Source: an optimization exercise on an open RTL-to-GDS flow (aim: small area and few clock cycles per item). Production flows keep margins and buffers that such runs may drop.
Where RTL was checked, it was by simulation tests only, not by an equivalence proof against the original.
Only the layout flow was run in run 2; the RTL was not checked for function there.

==> design/flow/design.v <==
package yuv2rgb_pkg;
    localparam int K_PIXELS   = 2;
    localparam int K_CHANNELS = 3 * K_PIXELS;
    localparam int K_SUM_W    = 21;
    localparam int K_PROD_W   = 31;
    localparam logic signed [8:0] K_LUMA_OFS   = 9'sd16;
    localparam logic signed [8:0] K_CHROMA_OFS = 9'sd128;
    localparam logic signed [K_SUM_W-1:0] K_COEF_Y  = 21'sd1164;
    localparam logic signed [K_SUM_W-1:0] K_COEF_RV = 21'sd1596;
    localparam logic signed [K_SUM_W-1:0] K_COEF_GU = 21'sd391;
    localparam logic signed [K_SUM_W-1:0] K_COEF_GV = 21'sd813;
    localparam logic signed [K_SUM_W-1:0] K_COEF_BU = 21'sd2018;
    localparam int K_SCALE    = 1000;
    localparam int K_CHAN_MAX = 255;
    localparam logic signed [K_SUM_W-1:0] K_SAT_LIMIT = K_SUM_W'((K_CHAN_MAX + 1) * K_SCALE);
    localparam int K_RECIP_SHIFT = 22;
    localparam logic [15:0] K_RECIP = 16'((2 ** K_RECIP_SHIFT + 124) / 125);
    localparam int K_CH_R = 0;
    localparam int K_CH_G = 1;
    localparam int K_CH_B = 2;
    typedef struct packed {
        logic [7:0] luma_first;
        logic [7:0] chroma_blue;
        logic [7:0] luma_second;
        logic [7:0] chroma_red;
        logic       frame_end;
    } t_yuyv_group;
    typedef struct packed {
        logic [7:0] red_first;
        logic [7:0] green_first;
        logic [7:0] blue_first;
        logic [7:0] red_second;
        logic [7:0] green_second;
        logic [7:0] blue_second;
        logic       frame_end_out;
    } t_rgb_pair;
endpackage
import yuv2rgb_pkg::*;
module yuyv_to_rgb_converter_unit (
    input  logic           i_clk,
    input  logic           i_rst_n,
    input  logic           i_yuyv_valid,
    output logic           o_yuyv_ready,
    input  logic [32:0]    i_yuyv_data,
    output logic           o_rgb_valid,
    input  logic           i_rgb_ready,
    output logic [48:0]    o_rgb_data
);
    yuv2rgb_pkg::t_yuyv_group w_in;
    logic w_adv;
    logic                      r1_v, r2_v, r3_v, r4_v;
    logic                      r1_fe, r2_fe, r3_fe;
    logic signed [K_SUM_W-1:0] r1_yt [K_PIXELS];
    logic signed [K_SUM_W-1:0] r1_rv, r1_gu, r1_gv, r1_bu;
    logic signed [K_SUM_W-1:0] r2_sum [K_CHANNELS];
    logic [K_PROD_W-1:0]       r3_prod [K_CHANNELS];
    logic                      r3_low [K_CHANNELS];
    logic                      r3_high [K_CHANNELS];
    yuv2rgb_pkg::t_rgb_pair    r4_data;
    logic signed [8:0]         n1_yoff [K_PIXELS];
    logic signed [8:0]         n1_uoff, n1_voff;
    logic signed [K_SUM_W-1:0] n1_yt [K_PIXELS];
    logic signed [K_SUM_W-1:0] n2_sum [K_CHANNELS];
    logic [K_PROD_W-1:0]       n3_prod [K_CHANNELS];
    logic                      n3_low [K_CHANNELS];
    logic                      n3_high [K_CHANNELS];
    logic [7:0]                n4_chan [K_CHANNELS];
    assign w_in         = yuv2rgb_pkg::t_yuyv_group'(i_yuyv_data);
    assign w_adv        = !r4_v || i_rgb_ready;
    assign o_yuyv_ready = w_adv;
    assign o_rgb_valid  = r4_v;
    assign o_rgb_data   = r4_data;
    always_comb begin
        n1_yoff[0] = $signed({1'b0, w_in.luma_first}) - K_LUMA_OFS;
        n1_yoff[1] = $signed({1'b0, w_in.luma_second}) - K_LUMA_OFS;
        n1_uoff    = $signed({1'b0, w_in.chroma_blue}) - K_CHROMA_OFS;
        n1_voff    = $signed({1'b0, w_in.chroma_red}) - K_CHROMA_OFS;
        for (int p = 0; p < K_PIXELS; p++) begin
            n1_yt[p] = K_SUM_W'(n1_yoff[p]) * K_COEF_Y;
        end
    end
    always_comb begin
        for (int p = 0; p < K_PIXELS; p++) begin
            n2_sum[3 * p + K_CH_R] = r1_yt[p] + r1_rv;
            n2_sum[3 * p + K_CH_G] = r1_yt[p] - r1_gu - r1_gv;
            n2_sum[3 * p + K_CH_B] = r1_yt[p] + r1_bu;
        end
    end
    always_comb begin
        for (int c = 0; c < K_CHANNELS; c++) begin
            n3_low[c]  = r2_sum[c][K_SUM_W-1];
            n3_high[c] = !r2_sum[c][K_SUM_W-1] && (r2_sum[c] >= K_SAT_LIMIT);
            n3_prod[c] = K_PROD_W'(r2_sum[c][17:3]) * K_PROD_W'(K_RECIP);
        end
    end
    always_comb begin
        for (int c = 0; c < K_CHANNELS; c++) begin
            if (r3_low[c]) begin
                n4_chan[c] = 8'd0;
            end else if (r3_high[c]) begin
                n4_chan[c] = 8'(K_CHAN_MAX);
            end else begin
                n4_chan[c] = r3_prod[c][K_RECIP_SHIFT +: 8];
            end
        end
    end
    always_ff @(posedge i_clk) begin
        if (!i_rst_n) begin
            r1_v <= 1'b0;
            r2_v <= 1'b0;
            r3_v <= 1'b0;
            r4_v <= 1'b0;
        end else if (w_adv) begin
            r1_v <= i_yuyv_valid;
            r2_v <= r1_v;
            r3_v <= r2_v;
            r4_v <= r3_v;
        end
    end
    always_ff @(posedge i_clk) begin
        if (w_adv) begin
            for (int p = 0; p < K_PIXELS; p++) begin
                r1_yt[p] <= n1_yt[p];
            end
            r1_rv  <= K_SUM_W'(n1_voff) * K_COEF_RV;
            r1_gu  <= K_SUM_W'(n1_uoff) * K_COEF_GU;
            r1_gv  <= K_SUM_W'(n1_voff) * K_COEF_GV;
            r1_bu  <= K_SUM_W'(n1_uoff) * K_COEF_BU;
            r1_fe  <= w_in.frame_end;
            for (int c = 0; c < K_CHANNELS; c++) begin
                r2_sum[c]  <= n2_sum[c];
                r3_prod[c] <= n3_prod[c];
                r3_low[c]  <= n3_low[c];
                r3_high[c] <= n3_high[c];
            end
            r2_fe  <= r1_fe;
            r3_fe   <= r2_fe;
            r4_data.red_first     <= n4_chan[K_CH_R];
            r4_data.green_first   <= n4_chan[K_CH_G];
            r4_data.blue_first    <= n4_chan[K_CH_B];
            r4_data.red_second    <= n4_chan[3 + K_CH_R];
            r4_data.green_second  <= n4_chan[3 + K_CH_G];
            r4_data.blue_second   <= n4_chan[3 + K_CH_B];
            r4_data.frame_end_out <= r3_fe;
        end
    end
endmodule
==> design/flow/run.sh <==
#!/bin/bash
# synth_recipe.tcl (not shown) runs the flow's synth.tcl, then flattens the netlist and writes it again
# the make line also repeats each setting of config.mk as NAME=value (left out here)
make -C /OpenROAD-flow-scripts/flow DESIGN_CONFIG=/design/flow/config.mk WORK_HOME=/design/flow/orfs CLKGATE_MAP_FILE= SYNTH_SCRIPT=/design/flow/synth_recipe.tcl finish
==> design/flow/config.mk <==
export PLATFORM = sky130hd
export DESIGN_NAME = yuyv_to_rgb_converter_unit
export DESIGN_NICKNAME = yuyv_to_rgb_converter_unit
export VERILOG_FILES = /design/flow/design.v
export SDC_FILE = /design/flow/constraint.sdc
export NUM_CORES = 4
export LEC_CHECK = 0
export CAP_MARGIN = 20
export CORE_MARGIN = 2
export CORE_UTILIZATION = 40
export SLEW_MARGIN = 20
==> design/flow/constraint.sdc <==
create_clock -name core_clock -period 6.5 [get_ports {i_clk}]
set_input_delay 1.3000 -clock core_clock [delete_from_list [all_inputs] [get_ports {i_clk}]]
set_output_delay 1.3000 -clock core_clock [all_outputs]
set_load 0.01 [all_outputs]
==> results.toml, run 1 <==
[placed_design]
port_buffers = 87
place_congestion = 0.900
dp_hpwl_um = 79000

[clock_tree]
ctsRootBufferMaster = "clkbuf_16"
clock_path_buffers = 3
cts_setup_buffers = 0
path_clk_slew_ns = 0.05
cts_hold_buf = 0
insertion_delay_ns = 0.60
htreeDepth = 2
clock-sinks = 344
tritoncts = "done"
cts_buffers = 44
cts_resized = 0

[detailed_routing]
wl_um = 93800
ant_nets = 0
wire_per_inst_um = 17.2
drtIter0Drc = 1272
via_per_inst = 5.07
drc = 0
firstDrtPassIters = 5
route.vias.total = 27600

[job]
maxCapViolCount = 0

[synthesis]
synth.distinct_cells = 77
ys_async_sr_fraction_pct = 0
syn_avg_cell_area_um2 = 10.8
synth_flop_cell = "edfxtp_1"
synth-seq-cells = 344
yosysTopAreaCell = "ha_1"
synth_nets = 5386
synthesis.area_mm2 = 0.0421
yosysSeqAreaShare_pct = 24.4
synth_edf_count = 340
synth_cells = 3903
synthDominantCellAreaShare_pct = 33.1
yosys-top-cells-area = "ha_1, edfxtp_1, fa_1"
ys_warn_count = 13

[sta]
final_hold_viol_count = 0
holdWs_ns = 0.420
worstMarginPinSlew_ns = 0.867
slew_headroom_pct = 42.2
grt_setup_unrepaired = "no"
slew_violations = 0
fin_skew_ns = 0.0243
final.period_utilization_pct = 89.8
setup_viol = 0
fmax_mhz = 171
fin_crit_ns = 5.84

[die]
core_area_mm2 = 0.105
die_y_um = 329
die_x_um = 329
start_util_pct = 40.2
ios = 88
std_cell_rows = 119
die-area_mm2 = 0.108

[global_routing]
grt_start_max_net_pins = 134
antenna_found_initial = 0
grt_first_pass_wirelength_um = 151000
globalRouteTotalUtil_pct = 17.8
grt_pass1_vias = 28200
grt-ovfl-total = 0

[setup_path]
worstSetupPathType = "reg2reg"
regToRegSetupSlack_ns = 0.66
arrival_ns = 6.18
cp-start-kind = "flop"
crit_required_ns = 6.84
worstPathMaxFanout = 6
endpoint_kind = "flop"
crit_path_cell_trace = "inv_1 > ha_1 > inv_1 > fa_1 > inv_1 > fa_1 > inv_1 > fa_1 > fa_1 > ha_1 > ha_1 > nand4_1 > nor4_1 > o211ai_1 > nand3_1 > a211oi_1 > o31ai_1 > a21oi_1 > xnor2_1"
crit_slowest_cell = "edfxtp_1"
max_stage_delay_ns = 0.53

[layout]
syn_to_final_growth_pct = 9.84
most-common-layout-cells = "ha_1, inv_1, edfxtp_1"
nets = 5519
final_layout_size_suffix_gt1_share_pct = 3.17
final_common_cell = "ha_1"
num_antenna_cells = 0
fin_util_pct = 44.1
fillers = 9970

[worst_hold_path]
holdCritPathClass = "reg2reg"

[status]
status = "complete, no violations"
synthesized netlist by cell type (21+ instances only):
library cell and count:
ha_1 1113, inv_1 738, edfxtp_1 340, fa_1 333, nor2_1 248, a21oi_1 131, xnor2_1 129, nand2_1 92
o21ai_0 71, nor3_1 66, a21o_1 60, xor2_1 60, nand3_1 46, o21a_1 43, nor2b_1 36, and3_1 26
a211oi_1 23, a31oi_1 21, nand4_1 21
registers in the layout, summed over array words and instances (netlist names):
register,count
r4_data,49
r1_v,1
r1_yt,38
r2_fe,1
r3_low,6
r2_sum,114
r1_gu,19
r3_v,1
r3_fe,1
r3_high,6
r4_v,1
r1_bu,19
r1_rv,18
r2_v,1
r3_prod,48
r1_fe,1
r1_gv,20
area by class of cell:
class	count	area, µm²	area share, %
sequential	344	10300	22.2
inverter	738	2770	5.99
clock inverter	25	269	0.581
multi-input combinational	2801	29000	62.7
timing repair buffer	107	1030	2.23
clock buffer	52	1170	2.54
tap	1391	1740	3.76
stage by stage:
| step | setup TNS, ns | area [µm²] | cells | worst slack (ns) |
|---|---|---|---|---|
| 2_1_floorplan | -201.66 | 42100 | 3903 | -0.593 |
| 3_3_place_gp | 0 | 44800 | 5381 | 0.165 |
| 3_5_place_dp | 0 | 44800 | 5381 | 0.115 |
| 4_1_cts | 0 | 46300 | 5458 | 0.597 |
| 5_1_grt | 0 | 46300 | 5458 | 0.405 |
| 6_report | 0 | 46300 | 5458 | 0.662 |
per-layer routing:
metal	wire length [µm]	up-vias	share of wire, %	global-route usage [%]
li1	-	13800	-	-
met1	45500	13300	49	25.3
met2	42100	420	45	28.6
met3	3890	104	4.1	2.15
met4	2350	0	2.5	4.56
met5	0	-	0	0
worst max-delay path: cells and delay by family, from the launching register on:
kind	cells	cell delay, ns
compound gates	4	0.88
flops	1	0.53
xor+xnor	1	0.13
buf+inv	4	0.27
simple gates	3	0.81
fa+ha+maj	7	2.95
final timing paths:
kind                               startpoint              to  depth (start not counted)
worst max-delay path            r2_sum[4][16]  r3_prod[4][29]                         19
worst max register to register  r2_sum[4][16]  r3_prod[4][29]                         19
worst min register to register          r3_fe      r4_data[0]                          0
worst min-delay path                    r3_fe      r4_data[0]                          0
kinds of logic after synthesis:
family | after synthesis | synth area share (%)
AO/OA/AOI/OAI | 527 | 8.64
XOR/XNOR | 189 | 3.93
adder cells (fa/ha/maj) | 1446 | 48.9
buffers and inverters | 758 | 6.75
flip-flops | 344 | 24.4
multiplexers | 10 | 0.238
AND/OR/NAND/NOR | 629 | 7.13
Testbench counts, summed over its fixed seeds: cycles 12,032, items 12,000.
==> inputs of run 2 (changes only) <==
==> design/flow/design.v (replaced) <==
package yuv2rgb_pkg;
    localparam int K_PIXELS   = 2;
    localparam int K_CHANNELS = 3 * K_PIXELS;
    localparam int K_SUM_W    = 21;
    localparam int K_PROD_W   = 31;
    localparam logic signed [8:0] K_LUMA_OFS   = 9'sd16;
    localparam logic signed [8:0] K_CHROMA_OFS = 9'sd128;
    localparam logic signed [K_SUM_W-1:0] K_COEF_Y  = 21'sd1164;
    localparam logic signed [K_SUM_W-1:0] K_COEF_RV = 21'sd1596;
    localparam logic signed [K_SUM_W-1:0] K_COEF_GU = 21'sd391;
    localparam logic signed [K_SUM_W-1:0] K_COEF_GV = 21'sd813;
    localparam logic signed [K_SUM_W-1:0] K_COEF_BU = 21'sd2018;
    localparam int K_SCALE    = 1000;
    localparam int K_CHAN_MAX = 255;
    localparam logic signed [K_SUM_W-1:0] K_SAT_LIMIT = K_SUM_W'((K_CHAN_MAX + 1) * K_SCALE);
    localparam int K_RECIP_SHIFT = 22;
    localparam logic [15:0] K_RECIP = 16'((2 ** K_RECIP_SHIFT + 124) / 125);
    localparam int K_CH_R = 0;
    localparam int K_CH_G = 1;
    localparam int K_CH_B = 2;
    typedef struct packed {
        logic [7:0] luma_first;
        logic [7:0] chroma_blue;
        logic [7:0] luma_second;
        logic [7:0] chroma_red;
        logic       frame_end;
    } t_yuyv_group;
    typedef struct packed {
        logic [7:0] red_first;
        logic [7:0] green_first;
        logic [7:0] blue_first;
        logic [7:0] red_second;
        logic [7:0] green_second;
        logic [7:0] blue_second;
        logic       frame_end_out;
    } t_rgb_pair;
endpackage
import yuv2rgb_pkg::*;
module yuyv_to_rgb_converter_unit (
    input  logic           i_clk,
    input  logic           i_rst_n,
    input  logic           i_yuyv_valid,
    output logic           o_yuyv_ready,
    input  logic [32:0]    i_yuyv_data,
    output logic           o_rgb_valid,
    input  logic           i_rgb_ready,
    output logic [48:0]    o_rgb_data
);
    yuv2rgb_pkg::t_yuyv_group r_in;
    yuv2rgb_pkg::t_rgb_pair   w_out;
    logic                     r_v;
    logic                     w_adv;
    assign w_adv        = !r_v || i_rgb_ready;
    assign o_yuyv_ready = w_adv;
    assign o_rgb_valid  = r_v;
    assign o_rgb_data   = w_out;
    always_ff @(posedge i_clk) begin
        if (!i_rst_n) begin
            r_v <= 1'b0;
        end else if (w_adv) begin
            r_v <= i_yuyv_valid;
        end
    end
    always_ff @(posedge i_clk) begin
        if (w_adv) begin
            r_in <= yuv2rgb_pkg::t_yuyv_group'(i_yuyv_data);
        end
    end
    logic [22:0] w_p0, w_p1;
    assign w_p0 = 23'(r_in.luma_first)  * 23'd19071;
    assign w_p1 = 23'(r_in.luma_second) * 23'd19071;
    logic signed [24:0] w_cr, w_cb;    
    logic signed [28:0] w_cg;          
    assign w_cr = $signed(25'(r_in.chroma_red))  * 25'sd26149 - 25'sd3652170;
    assign w_cb = $signed(25'(r_in.chroma_blue)) * 25'sd33063 - 25'sd4537180;
    assign w_cg = 29'sd35517400 - $signed(29'(r_in.chroma_blue)) * 29'sd102498
                                - $signed(29'(r_in.chroma_red))  * 29'sd213123;
    function automatic logic [7:0] clamp14(input logic signed [24:0] t);
        if (t[24])            clamp14 = 8'd0;
        else if (|t[23:22])   clamp14 = 8'd255;
        else                  clamp14 = t[21:14];
    endfunction
    function automatic logic [7:0] clamp18(input logic signed [28:0] t);
        if (t[28])            clamp18 = 8'd0;
        else if (|t[27:26])   clamp18 = 8'd255;
        else                  clamp18 = t[25:18];
    endfunction
    assign w_out.red_first     = clamp14($signed({2'b0, w_p0}) + w_cr);
    assign w_out.green_first   = clamp18($signed({2'b0, w_p0, 4'b0}) + w_cg);
    assign w_out.blue_first    = clamp14($signed({2'b0, w_p0}) + w_cb);
    assign w_out.red_second    = clamp14($signed({2'b0, w_p1}) + w_cr);
    assign w_out.green_second  = clamp18($signed({2'b0, w_p1, 4'b0}) + w_cg);
    assign w_out.blue_second   = clamp14($signed({2'b0, w_p1}) + w_cb);
    assign w_out.frame_end_out = r_in.frame_end;
endmodule
==> run 2 against run 1 <==
Effect of this change: the layout now fails its checks (setup timing); clock-buffer cell count decreased by 46; via count decreased by 36%; sequential share of layout area decreased by 18 points; worst hold slack improved by 0.52 ns; first-iteration DRC count decreased by 45%; routed wire length decreased by 37%; flip-flop and latch count decreased by 310; register-to-register slack improved by 4.6 ns; non-clock buffer count increased by 758; die area decreased by 58%.
==> results.toml, run 2 <==
[status]
status = "failed layout checks"
violations = "setup timing"

[detailed_routing]
met3_length_um = 2000
route.met2.wl_um = 29400
met1Wirelength_um = 25500
via_per_inst = 5.23
route.vias.total = 17700
firstDrtPassIters = 5
drtIter0Drc = 703
wl_um = 58700
wire_per_inst_um = 17.3
highest_layer = "met4"
drc = 0
ant_nets = 0

[die]
die_x_um = 212
start_util_pct = 40.3
die_y_um = 212
ios = 88
core_area_mm2 = 0.0428
die-area_mm2 = 0.0448
std_cell_rows = 76

[layout]
final_common_cell = "buf_4"
fin_area_mm2 = 0.0270
regMostFlops = "r_in"
most-common-layout-cells = "buf_4, ha_1, inv_1"
final_layout_size_suffix_gt1_share_pct = 40.8
largest_reg_flops = 33
syn_to_final_growth_pct = 56.6
reg_top3 = "r_in x33, r_v x1"
nets = 3481

[setup_path]
arrival_ns = 7.42
endpoint_kind = "output pin"
crit_top_cell = "buf_4"
worstSetupPathType = "reg2out"
crit_slowest_cell = "fa_1"
crit_required_ns = 5.20
max_stage_delay_ns = 0.51
cp-start-kind = "flop"
worstPathMaxFanout = 6

[placed_design]
port_buffers = 87
place_congestion = 0.893
dp_slack_ns = -2.30
placed_area_mm2 = 0.0245
dp_hpwl_um = 48400

[worst_hold_path]
holdCritPathClass = "reg2reg"

[global_routing]
globalRouteTotalUtil_pct = 25.9
grt_pass1_vias = 18700
grt_start_max_net_pins = 35
antenna_found_initial = 1
grt-ovfl-total = 0
grt_first_pass_wirelength_um = 91800

[synthesis]
synth-seq-cells = 34
synth_edf_count = 33
synth_top_family_by_area = "adder cells"
synth_nets = 2616
synth.area.mux_share_pct = 0.0580
synth_common_cells = "ha_1, inv_1, a21oi_1"
synthesis.area_mm2 = 0.0173
ys_async_sr_fraction_pct = 0
synthXorXnorAreaFrac_pct = 9.60
syn_avg_cell_area_um2 = 8.75
synth_flop_cell = "edfxtp_1"
synth.most_common_cell = "ha_1"
synthSimpleGateAreaFrac_pct = 11.8
yosysSeqAreaShare_pct = 5.86
synth_cells = 1973
synth_compound_area_share_pct = 18.8
synthDominantCellAreaShare_pct = 36.0
synth.distinct_cells = 67
yosysTopAreaCell = "ha_1"
ys_warn_count = 1
synthAdderAreaFrac_pct = 48.7
yosys-top-cells-area = "ha_1, fa_1, xnor2_1"

[sta]
grt_setup_unrepaired = "yes"
worstMarginPinSlew_ns = 0.656
fin_ws_ns = -2.22
final_hold_viol_count = 0
fmax_mhz = 115
slew_violations = 0
fin_skew_ns = 0.0155
slew_headroom_pct = 56.0
fin_crit_ns = 8.72
final.period_utilization_pct = 134
holdWs_ns = 0.943
setup_viol = 48

[clock_tree]
clock_path_buffers = 2
insertion_delay_ns = 0.34
cts_buffers = 5
ctsRootBufferMaster = "clkbuf_16"
path_clk_slew_ns = 0.09
htreeDepth = 2
tritoncts = "done"
clock-sinks = 34

[job]
maxCapViolCount = 0
## run 2: what timing repair did
action | 4_1_cts | 5_1_grt
setup endpoints to repair | 48 | 48
setup buffers | 95 | 50
pin swaps | 144 | 146
hold buffers | 0 | 0
resized for setup | 371 | 104
## run 2: routing by layer
metal  up-vias  GRT usage, %
met5         -             0
met4         0          7.75
met3        90          2.60
met2       334          47.8
met1      8472          31.6
li1       8806             -
## run 2: kinds of logic after synthesis
group                      Yosys count
adders and majority gates          606
AOI/OAI and AO/OA                  490
and+or+nand+nor                    417
buffers and inverters              239
xor gates and xnor gates           186
DFF                                 34
muxes                                1
## run 2: critical path, delay by kind of cell (launching register included)
kind	cells	cell delay [ns]
compound gates	15	2.41
xor+xnor	3	0.57
fa+ha+maj	7	2.11
buf+inv	9	1.19
flops	1	0.41
simple gates	2	0.42
## run 2: layout make-up
class | instances | area, µm²
Clock buffer | 6 | 139
Clock inverter | 2 | 12.5
Multi-Input combinational cell | 1700 | 17500
Timing Repair Buffer | 865 | 6800
Inverter | 232 | 876
Fill cell | 3477 | 15800
Antenna cell | 1 | 2.50
Tap cell | 546 | 683
Sequential cell | 34 | 1010
## run 2: through the flow
step,utilization [%],instances,TNS [ns]
floorplan,-,1973,-38.95
global placement,57.3,3253,-85.73
detailed placement,57.3,3253,-89.82
CTS,61.2,3345,-81.02
global route,63.1,3385,-98.04
finish,63.2,3386,-84.19
## run 2: path summary, 6_finish.rpt
check / startpoint / endpoint / slack, ns / cells past startpoint
min: r_v / r_in[9] / 0.94 / 2
min reg2reg: r_v / r_in[9] / 0.94 / 2
max reg2reg: r_v / r_in[5] / 5.24 / 2
max: r_in[23] / o_rgb_data[34] / -2.22 / 36

==> afterwards: timing with drivers on the ports <==
How much do the figures lean on ideal ports? The routed layouts below were timed once more, with nothing changed but the port constraints. Step 1 sets driving cells, clkbuf_16 on the clock port and buf_2 on the other inputs (assumed; they add their load-dependent delay and slew). Step 2 times the ports against the registers' clock, not the clock port: input delays grow and output delays shrink by t, the midpoint of the rising clock arrivals with the driver on. Three values: ideal ports, drivers, drivers and shift; two values: the first two.
run	t (ns)	setup WS [ns]	worst setup path at the end	pins driven straight from the clock port
run 1	0.655	0.662 / 0.662 / 0.062	input to register	1
run 2	0.386	-2.225 / -2.282 / -1.896	register to output	1
For run 1, which loses most, drivers alone change the setup slack by 0.000 ns; drivers and shift together by -0.600 ns.
